This is an optimization exercise on Yosys and OpenROAD, whose aim is small area, a short achievable clock period and few clock cycles, not a production implementation. In this exercise RTL edits were held to simulation tests only and were not proved equivalent to the original.

### config.mk
export PLATFORM = sky130hd
export DESIGN_NAME = nmea_gga_sentence_parser
export DESIGN_NICKNAME = nmea_gga_sentence_parser
export VERILOG_FILES = /design/flow/design.v
export SDC_FILE = /design/flow/constraint.sdc
export NUM_CORES = 4
export LEC_CHECK = 0
export CAP_MARGIN = 20
export CORE_MARGIN = 2
export CORE_UTILIZATION = 40
export SLEW_MARGIN = 20
### constraint.sdc
create_clock -name core_clock -period 11.0 [get_ports {clk}]
set_input_delay 2.2000 -clock core_clock [delete_from_list [all_inputs] [get_ports {clk}]]
set_output_delay 2.2000 -clock core_clock [all_outputs]
set_load 0.01 [all_outputs]
### design.v
`timescale 1ns / 1ps
`default_nettype none
package ngga_pkg;
	function automatic logic [7:0] head_char(input logic [2:0] n);
		logic [7:0] r;
		case (n)
			3'd0: r = 8'h24;
			3'd1: r = 8'h47;
			3'd2: r = 8'h50;
			3'd3: r = 8'h47;
			3'd4: r = 8'h47;
			3'd5: r = 8'h41;
			default: r = 8'h00;
		endcase
		head_char = r;
	endfunction
	function automatic logic is_digit(input logic [7:0] c);
		is_digit = (c >= 8'h30) && (c <= 8'h39);
	endfunction
	function automatic logic is_space(input logic [7:0] c);
		is_space = c == 8'h20 || (c >= 8'h09 && c <= 8'h0d) || c == 8'h2b;
	endfunction
	function automatic logic [6:0] pair_code(input logic [7:0] a);
		pair_code = {1'b0, is_space(a), is_digit(a), a[3:0]};
	endfunction
	function automatic logic [6:0] pair_value(input logic [6:0] code, input logic [7:0] b);
		logic [6:0] da;
		logic [6:0] db;
		logic [6:0] r;
		da = 7'(code[3:0]);
		db = 7'(b[3:0]);
		r = 7'd0;
		if (code[4]) begin
			r = is_digit(b) ? 7'(da * 7'd10 + db) : da;
		end else if (code[5]) begin
			r = is_digit(b) ? db : 7'd0;
		end
		pair_value = r;
	endfunction
	function automatic logic [9:0] min_step(input logic [1:0] rr, input logic [3:0] d);
		logic [7:0] t;
		logic [1:0] r;
		case ({rr, d})
			6'd0: begin t = 8'd0; r = 2'd0; end
			6'd1: begin t = 8'd16; r = 2'd2; end
			6'd2: begin t = 8'd33; r = 2'd1; end
			6'd3: begin t = 8'd50; r = 2'd0; end
			6'd4: begin t = 8'd66; r = 2'd2; end
			6'd5: begin t = 8'd83; r = 2'd1; end
			6'd6: begin t = 8'd100; r = 2'd0; end
			6'd7: begin t = 8'd116; r = 2'd2; end
			6'd8: begin t = 8'd133; r = 2'd1; end
			6'd9: begin t = 8'd150; r = 2'd0; end
			6'd16: begin t = 8'd3; r = 2'd1; end
			6'd17: begin t = 8'd20; r = 2'd0; end
			6'd18: begin t = 8'd36; r = 2'd2; end
			6'd19: begin t = 8'd53; r = 2'd1; end
			6'd20: begin t = 8'd70; r = 2'd0; end
			6'd21: begin t = 8'd86; r = 2'd2; end
			6'd22: begin t = 8'd103; r = 2'd1; end
			6'd23: begin t = 8'd120; r = 2'd0; end
			6'd24: begin t = 8'd136; r = 2'd2; end
			6'd25: begin t = 8'd153; r = 2'd1; end
			6'd32: begin t = 8'd6; r = 2'd2; end
			6'd33: begin t = 8'd23; r = 2'd1; end
			6'd34: begin t = 8'd40; r = 2'd0; end
			6'd35: begin t = 8'd56; r = 2'd2; end
			6'd36: begin t = 8'd73; r = 2'd1; end
			6'd37: begin t = 8'd90; r = 2'd0; end
			6'd38: begin t = 8'd106; r = 2'd2; end
			6'd39: begin t = 8'd123; r = 2'd1; end
			6'd40: begin t = 8'd140; r = 2'd0; end
			6'd41: begin t = 8'd156; r = 2'd2; end
			default: begin t = 8'd0; r = 2'd0; end
		endcase
		min_step = {r, t};
	endfunction
endpackage
`default_nettype wire
`timescale 1ns / 1ps
`default_nettype none
module ngga_coord (
	input wire logic clk,
	input wire logic clr,
	input wire logic feed,
	input wire logic [7:0] c,
	input wire logic close,
	output logic rdy,
	output logic [31:0] e7
);
	localparam logic [1:0] PH_INT = 2'd0;
	localparam logic [1:0] PH_FRAC = 2'd1;
	localparam logic [1:0] PH_DONE = 2'd2;
	logic [1:0] ph_q, ph_n;
	logic [2:0] cn_q, cn_n;
	logic [7:0] win_q, win_n;
	logic [1:0] r_q, r_n;
	logic [31:0] q_q, q_n;
	logic ov_q, ov_n;
	assign rdy = (ph_q == PH_DONE) && (cn_q == 3'd6);
	assign e7 = ov_q ? 32'hffffffff : q_q;
	always_comb begin
		logic dig;
		logic step;
		logic deg;
		logic [3:0] dout;
		logic [9:0] ms;
		logic [7:0] t;
		logic [35:0] sum;
		dig = ngga_pkg::is_digit(c);
		ph_n = ph_q;
		cn_n = cn_q;
		win_n = win_q;
		r_n = r_q;
		q_n = q_q;
		ov_n = ov_q;
		step = 1'b0;
		deg = 1'b0;
		dout = win_q[7:4];
		ms = ngga_pkg::min_step(r_q, dout);
		case (ph_q)
			PH_INT: begin
				if (feed) begin
					if (dig) begin
						if (cn_q >= 3'd5) begin
							q_n = 32'd9990;
							win_n = 8'h99;
						end else begin
							step = 1'b1;
							deg = 1'b1;
							win_n = {win_q[3:0], c[3:0]};
							cn_n = (cn_q == 3'd0 && c[3:0] == 4'd0) ? 3'd0 : cn_q + 3'd1;
						end
					end else if (c == 8'h2e) begin
						ph_n = PH_FRAC;
						cn_n = 3'd0;
					end else begin
						ph_n = PH_DONE;
						cn_n = 3'd0;
					end
				end
			end
			PH_FRAC: begin
				if (feed) begin
					if (dig) begin
						if (cn_q < 3'd4) begin
							step = 1'b1;
							win_n = {win_q[3:0], c[3:0]};
							cn_n = cn_q + 3'd1;
						end
					end else begin
						ph_n = PH_DONE;
					end
				end
			end
			default: begin
				if (cn_q != 3'd6) begin
					step = 1'b1;
					win_n = {win_q[3:0], 4'd0};
					cn_n = cn_q + 3'd1;
				end
			end
		endcase
		t = deg ? 8'(dout * 4'd10) : ms[7:0];
		sum = 36'(q_q) * 36'd10 + 36'(t);
		if (step) begin
			q_n = sum[31:0];
			r_n = deg ? 2'd0 : ms[9:8];
			ov_n = ov_q | (|sum[35:32]);
		end
		if (close && ph_n != PH_DONE) begin
			cn_n = (ph_n == PH_INT && cn_n == 3'd0) ? 3'd6 : (ph_n == PH_INT ? 3'd0 : cn_n);
			ph_n = PH_DONE;
		end
		if (clr) begin
			ph_n = PH_INT;
			cn_n = 3'd0;
			win_n = 8'h00;
			r_n = 2'd0;
			q_n = 32'd0;
			ov_n = 1'b0;
		end
	end
	always_ff @(posedge clk) begin
		ph_q <= ph_n;
		cn_q <= cn_n;
		win_q <= win_n;
		r_q <= r_n;
		q_q <= q_n;
		ov_q <= ov_n;
	end
endmodule
`default_nettype wire
`timescale 1ns / 1ps
`default_nettype none
module nmea_gga_sentence_parser (
	input wire logic clk,
	input wire logic arst_n,
	input wire logic char_valid,
	output logic char_stall,
	input wire logic [7:0] char_byte,
	input wire logic char_last,
	output logic res_valid,
	input wire logic res_stall,
	output logic [2:0] res_status,
	output logic [6:0] res_hours,
	output logic [6:0] res_mins,
	output logic [6:0] res_secs,
	output logic [31:0] res_lat_e7,
	output logic [7:0] res_lat_hemi,
	output logic [31:0] res_lon_e7,
	output logic [7:0] res_lon_hemi
);
	logic iv_q;
	logic [7:0] ib_q;
	logic il_q;
	logic init_q;
	logic clr_q;
	logic done_q;
	logic [7:0] cnt_q, cnt_n;
	logic long_q, long_n;
	logic prefix_q, prefix_n;
	logic [3:0] comma_q, comma_n;
	logic [2:0] tidx_q, tidx_n;
	logic intok_q, intok_n;
	logic [2:0] tlen_q, tlen_n;
	logic tbad_q, tbad_n;
	logic [7:0] hnew_q [2];
	logic [7:0] hnew_n [2];
	logic hseen_q [2];
	logic hseen_n [2];
	logic [6:0] pair_q [3];
	logic [6:0] pair_n [3];
	logic [2:0] st_q, st_n;
	logic [7:0] hemi_q [2];
	logic [7:0] hemi_n [2];
	logic consume;
	logic block;
	logic busy;
	logic take;
	logic [1:0] feed;
	logic [1:0] fcoord;
	logic [1:0] close;
	logic [1:0] rdy;
	logic [31:0] e7 [2];
	logic tmask;
	logic cmask;
	assign busy = done_q | clr_q;
	assign consume = iv_q & ~block;
	assign char_stall = iv_q & block;
	assign res_valid = done_q & rdy[0] & rdy[1];
	assign take = res_valid & ~res_stall;
	assign feed = fcoord & {2{consume}};
	always_comb begin
		logic [7:0] c;
		logic comma;
		logic tstart;
		logic [2:0] tok;
		logic ftime;
		logic fc0;
		logic fc1;
		logic [1:0] pi;
		logic [6:0] pv;
		logic [6:0] lim;
		c = ib_q;
		comma = (c == 8'h2c);
		tstart = !comma && !intok_q;
		tidx_n = (tstart && tidx_q != 3'd7) ? tidx_q + 3'd1 : tidx_q;
		tok = tidx_n - 3'd1;
		ftime = !comma && tok == 3'd1 && tlen_q < 3'd6;
		fc0 = !comma && tok == 3'd2;
		fc1 = !comma && tok == 3'd4;
		block = busy && (il_q || ftime || fc0 || fc1);
		fcoord = {fc1, fc0};
		close[0] = consume && (il_q || (comma && tidx_q == 3'd3));
		close[1] = consume && (il_q || (comma && tidx_q == 3'd5));
		cnt_n = cnt_q;
		long_n = long_q;
		if (!long_q) begin
			if (cnt_q == 8'd255) begin
				long_n = 1'b1;
			end else begin
				cnt_n = cnt_q + 8'd1;
			end
		end
		prefix_n = prefix_q;
		if (cnt_q < 8'd6 && c != ngga_pkg::head_char(cnt_q[2:0])) begin
			prefix_n = 1'b0;
		end
		comma_n = (comma && comma_q != 4'd15) ? comma_q + 4'd1 : comma_q;
		intok_n = !comma;
		for (int k = 0; k < 2; k++) begin
			hnew_n[k] = hnew_q[k];
			hseen_n[k] = hseen_q[k];
			hemi_n[k] = hemi_q[k];
		end
		if (tstart && tok == 3'd3) begin
			hnew_n[0] = c;
			hseen_n[0] = 1'b1;
		end
		if (tstart && tok == 3'd5) begin
			hnew_n[1] = c;
			hseen_n[1] = 1'b1;
		end
		for (int k = 0; k < 3; k++) begin
			pair_n[k] = pair_q[k];
		end
		tlen_n = tlen_q;
		tbad_n = tbad_q;
		pi = tlen_q[2:1];
		pv = ngga_pkg::pair_value(pair_q[pi], c);
		lim = (pi == 2'd0) ? 7'd23 : 7'd59;
		if (ftime) begin
			tlen_n = tlen_q + 3'd1;
			if (!tlen_q[0]) begin
				pair_n[pi] = ngga_pkg::pair_code(c);
			end else begin
				pair_n[pi] = pv;
				if (pv > lim) begin
					tbad_n = 1'b1;
				end
			end
		end
		if (cnt_n < 8'd6 || !prefix_n) begin
			st_n = 3'd1;
		end else if (comma_n < 4'd14) begin
			st_n = 3'd2;
		end else if (long_n) begin
			st_n = 3'd5;
		end else if (tlen_n < 3'd6) begin
			st_n = 3'd3;
		end else if (tbad_n) begin
			st_n = 3'd4;
		end else begin
			st_n = 3'd0;
		end
		if (st_n == 3'd0 || st_n == 3'd3 || st_n == 3'd4) begin
			for (int k = 0; k < 2; k++) begin
				if (hseen_n[k]) begin
					hemi_n[k] = hnew_n[k];
				end
			end
		end
		if (il_q) begin
			cnt_n = '0;
			long_n = 1'b0;
			prefix_n = 1'b1;
			comma_n = '0;
			tidx_n = '0;
			intok_n = 1'b0;
			tlen_n = '0;
			tbad_n = 1'b0;
			for (int k = 0; k < 2; k++) begin
				hnew_n[k] = '0;
				hseen_n[k] = 1'b0;
			end
		end
	end
	always_ff @(posedge clk or negedge arst_n) begin
		if (!arst_n) begin
			iv_q <= 1'b0;
			init_q <= 1'b1;
			clr_q <= 1'b1;
			done_q <= 1'b0;
		end else begin
			if (!char_stall) begin
				iv_q <= char_valid;
			end
			init_q <= 1'b0;
			clr_q <= take;
			if (take) begin
				done_q <= 1'b0;
			end else if (consume && il_q) begin
				done_q <= 1'b1;
			end
		end
	end
	always_ff @(posedge clk) begin
		if (!char_stall) begin
			ib_q <= char_byte;
			il_q <= char_last;
		end
		if (init_q) begin
			cnt_q <= '0;
			long_q <= 1'b0;
			prefix_q <= 1'b1;
			comma_q <= '0;
			tidx_q <= '0;
			intok_q <= 1'b0;
			tlen_q <= '0;
			tbad_q <= 1'b0;
			for (int k = 0; k < 2; k++) begin
				hnew_q[k] <= '0;
				hseen_q[k] <= 1'b0;
				hemi_q[k] <= '0;
			end
		end else if (consume) begin
			cnt_q <= cnt_n;
			long_q <= long_n;
			prefix_q <= prefix_n;
			comma_q <= comma_n;
			tidx_q <= tidx_n;
			intok_q <= intok_n;
			tlen_q <= tlen_n;
			tbad_q <= tbad_n;
			for (int k = 0; k < 2; k++) begin
				hnew_q[k] <= hnew_n[k];
				hseen_q[k] <= hseen_n[k];
			end
			for (int k = 0; k < 3; k++) begin
				pair_q[k] <= pair_n[k];
			end
			if (il_q) begin
				st_q <= st_n;
				for (int k = 0; k < 2; k++) begin
					hemi_q[k] <= hemi_n[k];
				end
			end
		end
	end
	for (genvar k = 0; k < 2; k++) begin : g_coord
		ngga_coord u_coord (
			.clk(clk),
			.clr(clr_q),
			.feed(feed[k]),
			.c(ib_q),
			.close(close[k]),
			.rdy(rdy[k]),
			.e7(e7[k])
		);
	end
	assign tmask = (st_q == 3'd0) || (st_q == 3'd4);
	assign cmask = tmask || (st_q == 3'd3);
	assign res_status = st_q;
	assign res_hours = tmask ? pair_q[0] : 7'd0;
	assign res_mins = tmask ? pair_q[1] : 7'd0;
	assign res_secs = tmask ? pair_q[2] : 7'd0;
	assign res_lat_e7 = cmask ? e7[0] : 32'd0;
	assign res_lon_e7 = cmask ? e7[1] : 32'd0;
	assign res_lat_hemi = hemi_q[0];
	assign res_lon_hemi = hemi_q[1];
endmodule
`default_nettype wire
### run.sh
#!/bin/bash
# synth_recipe.tcl (not shown) runs the flow's synth.tcl, then flattens the netlist and writes it again
# the make line also repeats each setting of config.mk as NAME=value (left out here)
make -C /OpenROAD-flow-scripts/flow DESIGN_CONFIG=/design/flow/config.mk WORK_HOME=/design/flow/orfs CLKGATE_MAP_FILE= SYNTH_SCRIPT=/design/flow/synth_recipe.tcl finish
==> notes.md <==
==> layout make-up <==
type / instances / area share
clock buffer: 19 / 0.02400
clock inverter: 13 / 0.008134
inverter: 66 / 0.01342
multi-input combinational: 1672 / 0.6245
sequential: 189 / 0.2242
tap: 532 / 0.03606
timing repair buffer: 132 / 0.06969
==> routing by layer <==
layer	vias up	part of all wire	track usage
li1	7538	-	-
met1	7054	0.48	0.2856
met2	333	0.46	0.3316
met3	57	0.037	0.02775
met4	0	0.018	0.05765
met5	-	0	0
==> flip-flops by register name, summed over array words and instances, names as in the netlist, 2 cells and up <==
| name | flops |
|---|---|
| g_coord.u_coord.q_q | 64 |
| pair_q | 21 |
| g_coord.u_coord.win_q | 16 |
| hemi_q | 16 |
| hnew_q | 16 |
| cnt_q | 8 |
| ib_q | 8 |
| g_coord.u_coord.cn_q | 6 |
| comma_q | 4 |
| g_coord.u_coord.ph_q | 4 |
| g_coord.u_coord.r_q | 4 |
| st_q | 3 |
| tidx_q | 3 |
| tlen_q | 3 |
| g_coord.u_coord.ov_q | 2 |
| hseen_q | 2 |
==> worst paths after layout <==
| kind | slack [ns] | endpoint |
|---|---|---|
| hold reg to reg | 0.46 | g_coord[1].u_coord.win_q[1] |
| setup reg to reg | 4.27 | g_coord[1].u_coord.q_q[31] |
| setup / recovery | 4.27 | g_coord[1].u_coord.q_q[31] |
| hold / removal | 0.46 | g_coord[1].u_coord.win_q[1] |
| min in group asynchronous | 1.97 | iv_q |
| max in group asynchronous | 8.75 | clr_q |
==> worst reg2reg max path, stage by stage (launching register included) <==
cell	delay (ns)
dfxtp_1	0.44
ha_1	0.28
ha_1	0.21
or2_2	0.37
nor4b_1	0.32
a41o_1	0.16
nand4_1	0.25
nor2_1	0.47
nand4_1	0.54
a21oi_1	0.31
ha_1	0.21
fa_1	0.22
a21o_1	0.13
a21oi_1	0.07
nand2b_1	0.18
nor4b_1	0.17
nor4_1	0.64
nand4_1	0.35
nor4_2	0.49
nor3b_2	0.29
nand4_1	0.12
or3_1	0.36
nand3_1	0.09
==> logic make-up (layout without fill, tap and decap cells) <==
kind of cell / after synthesis / count (layout) / share of synthesized area
flops: 189 / 189 / 0.2528
buf+inv: 186 / 230 / 0.04428
xor+xnor: 117 / 117 / 0.06264
fa+ha+maj: 197 / 197 / 0.1543
other cells: 1 / 1 / 0.0002292
mux: 49 / 49 / 0.03105
simple gates: 732 / 732 / 0.2239
compound gates: 576 / 576 / 0.2307
==> placed cells by master (no fill, tap or decap), drive strengths merged, types with 9 or more instances in the layout <==
cell / count
a211oi: 44
a21o: 24
a21oi: 159
a22oi: 43
a31oi: 23
and2: 37
and3: 14
buf: 14
clkbuf: 19
clkdlybuf4s50: 118
dfxtp: 152
edfxtp: 33
ha: 189
inv: 71
mux2i: 44
nand2: 151
nand2b: 22
nand3: 63
nand3b: 11
nand4: 30
nor2: 235
nor2b: 19
nor3: 62
nor3b: 13
nor4: 26
o2111ai: 9
o211ai: 12
o21a: 78
o21ai: 96
o22ai: 10
or3: 9
xnor2: 75
xor2: 42
==> stage by stage <==
stage | utilization | cells | worst slack (ns) | area, sq um
2_1_floorplan | - | 2047 | 5.553 | 16360
3_3_place_gp | 0.4401 | 2590 | 4.638 | 17850
3_5_place_dp | 0.4403 | 2591 | 4.385 | 17860
4_1_cts | 0.4549 | 2623 | 4.308 | 18450
5_1_grt | 0.4551 | 2623 | 3.602 | 18460
6_report | 0.4551 | 2623 | 4.271 | 18460
==> synth_stat cells, types with 43 or more instances <==
cell,n
clkbuf_1,96
nor2_1,234
xnor2_1,75
nor3_1,62
a21oi_1,159
inv_1,65
nand2_1,151
o21ai_0,90
dfxtp_1,152
o21a_1,78
mux2i_1,44
nand3_1,63
ha_1,189
a22oi_1,43
==> results.cfg <==
[logic_synthesis]
syn_inst = 2047
ys_seq_area_frac = 0.2528
postSynthAreaPerCell_sq_um = 7.992
synth.top_cells.by_area = dfxtp_1 19%, ha_1 14%, edfxtp_1 6.1%
yosys.area.top_type = dfxtp_1
syn_area_sq_um = 16360
yosys_warnings = 19
syn_nets = 2257
synth.top_cell.area_share = 0.1860
synth.distinct_cells = 93
synth-async-reset-ratio = 0.02116
synth-edff-count = 33
ys_ff_latch = 189
synthFlopType = dfxtp_1

[route]
vias = 14980
postRouteAntennaNets = 0
drc = 0
drtIter0Drc = 1022
via_per_inst = 5.712
post_drt_wl_per_cell_um = 16.65
wl_um = 43680
firstDrtPassIters = 5

[clock_tree]
clockBufferDepth = 2
htreeDepth = 4
numCtsBuffers = 17
ctsRootBufferMaster = clkbuf_16
cts_resized = 0
clk_pin_slew_ns = 0.08
cts_hold_buf = 0
postCtsSetupBuffers = 0
insertion_delay_ns = 0.45
cts_tree = yes
cts_sinks = 189

[sta]
hold_violations = 0
post-route-period-util = 0.6118
rsz0062_at_grt = no
skew_ns = 0.01548
worstMarginPinSlew_ns = 1.062
tns_ns = 0
drv_slew = 0
finalSetupViolCount = 0
post-route-min-period_ns = 6.729
holdWs_ns = 0.4555
slew-limit-headroom = 0.2862
fmax_mhz = 148.6

[die]
die_h_um = 206.2
core.rowCount = 74
die-area_sq_um = 42530
coreArea_sq_um = 40550
initial_utilization = 0.4034
dieWidth_um = 206.2
io_pins = 119

[global_route]
track_usage = 0.2053
grt-ovfl-total = 0
antenna_found_initial = 0
grt_max_degree = 86
grt_pass1_vias = 14120
grt_first_pass_wirelength_um = 71450

[placement]
io_buffers = 118
hpwl_um = 31930
gp_congestion = 0.9314

[layout]
multiInputGateArea_sq_um = 11530
area_delta_synth_final_pct = 12.83
seq_area_sq_um = 4138
final_nets = 2288
drive_gt1_frac = 0.04017
fill_cells = 4003
diodes = 0

[critical_path]
cp_slowest_cell = nor4_1
crit_cells = 22
crit_path_start = tidx_q[0]
worstSetupEndpointType = register
reg2reg_depth = 22
critPathLaunchType = register
reg2reg_from = tidx_q[0]
critPathRequiredTime_ns = 11.39
crit_chain = ha_1, ha_1, or2_2, nor4b_1, a41o_1, nand4_1, nor2_1, nand4_1, a21oi_1, ha_1, fa_1, a21o_1, a21oi_1, nand2b_1, nor4b_1, nor4_1, nand4_1, nor4_2, nor3b_2, nand4_1, or3_1, nand3_1
critPathKind = reg2reg
worst_path_most_repeated_cell = nand4_1
crit_path_max_fanout = 13
arrival_ns = 7.12
cp_slowest_stage_delay_ns = 0.64
crit_family = simple AND/OR/NAND/NOR gates
path_buf_inv = 0

[worst_hold_path]
holdPathStages = 2
worstHoldStart = g_coord[1].u_coord.win_q[1]
hold_path.class = reg2reg

[run_status]
status = complete, no violations

[run]
cap_violations = 0
Testbench counts, summed over its fixed seeds: cycles 25,024.

-- port drivers added, routing unchanged --
The results above use ideal ports. As a check the final layout listed here was re-extracted and re-timed, cells and wires unchanged. Step 1 sets driving cells, clkbuf_16 on the clock port and buf_2 on the other inputs (assumed; they add their load-dependent delay and slew). Step 2 adds t to the input delays and takes it off the output delays; t is the mean of the earliest and latest rising clock arrival at the registers after step 1. Input paths then give back, and output paths get back, about the clock's delay inside the block. a / b / c = ideal ports / drivers / drivers and shift; a / b = the first two.
t (ns): 0.497
slack for setup (ns): 4.271 / 4.271 / 4.271
cell pins on the clock port's net: 1
After both steps this run still meets setup and hold. For this run, drivers alone change the setup slack by 0.000 ns; drivers and shift together by 0.000 ns.
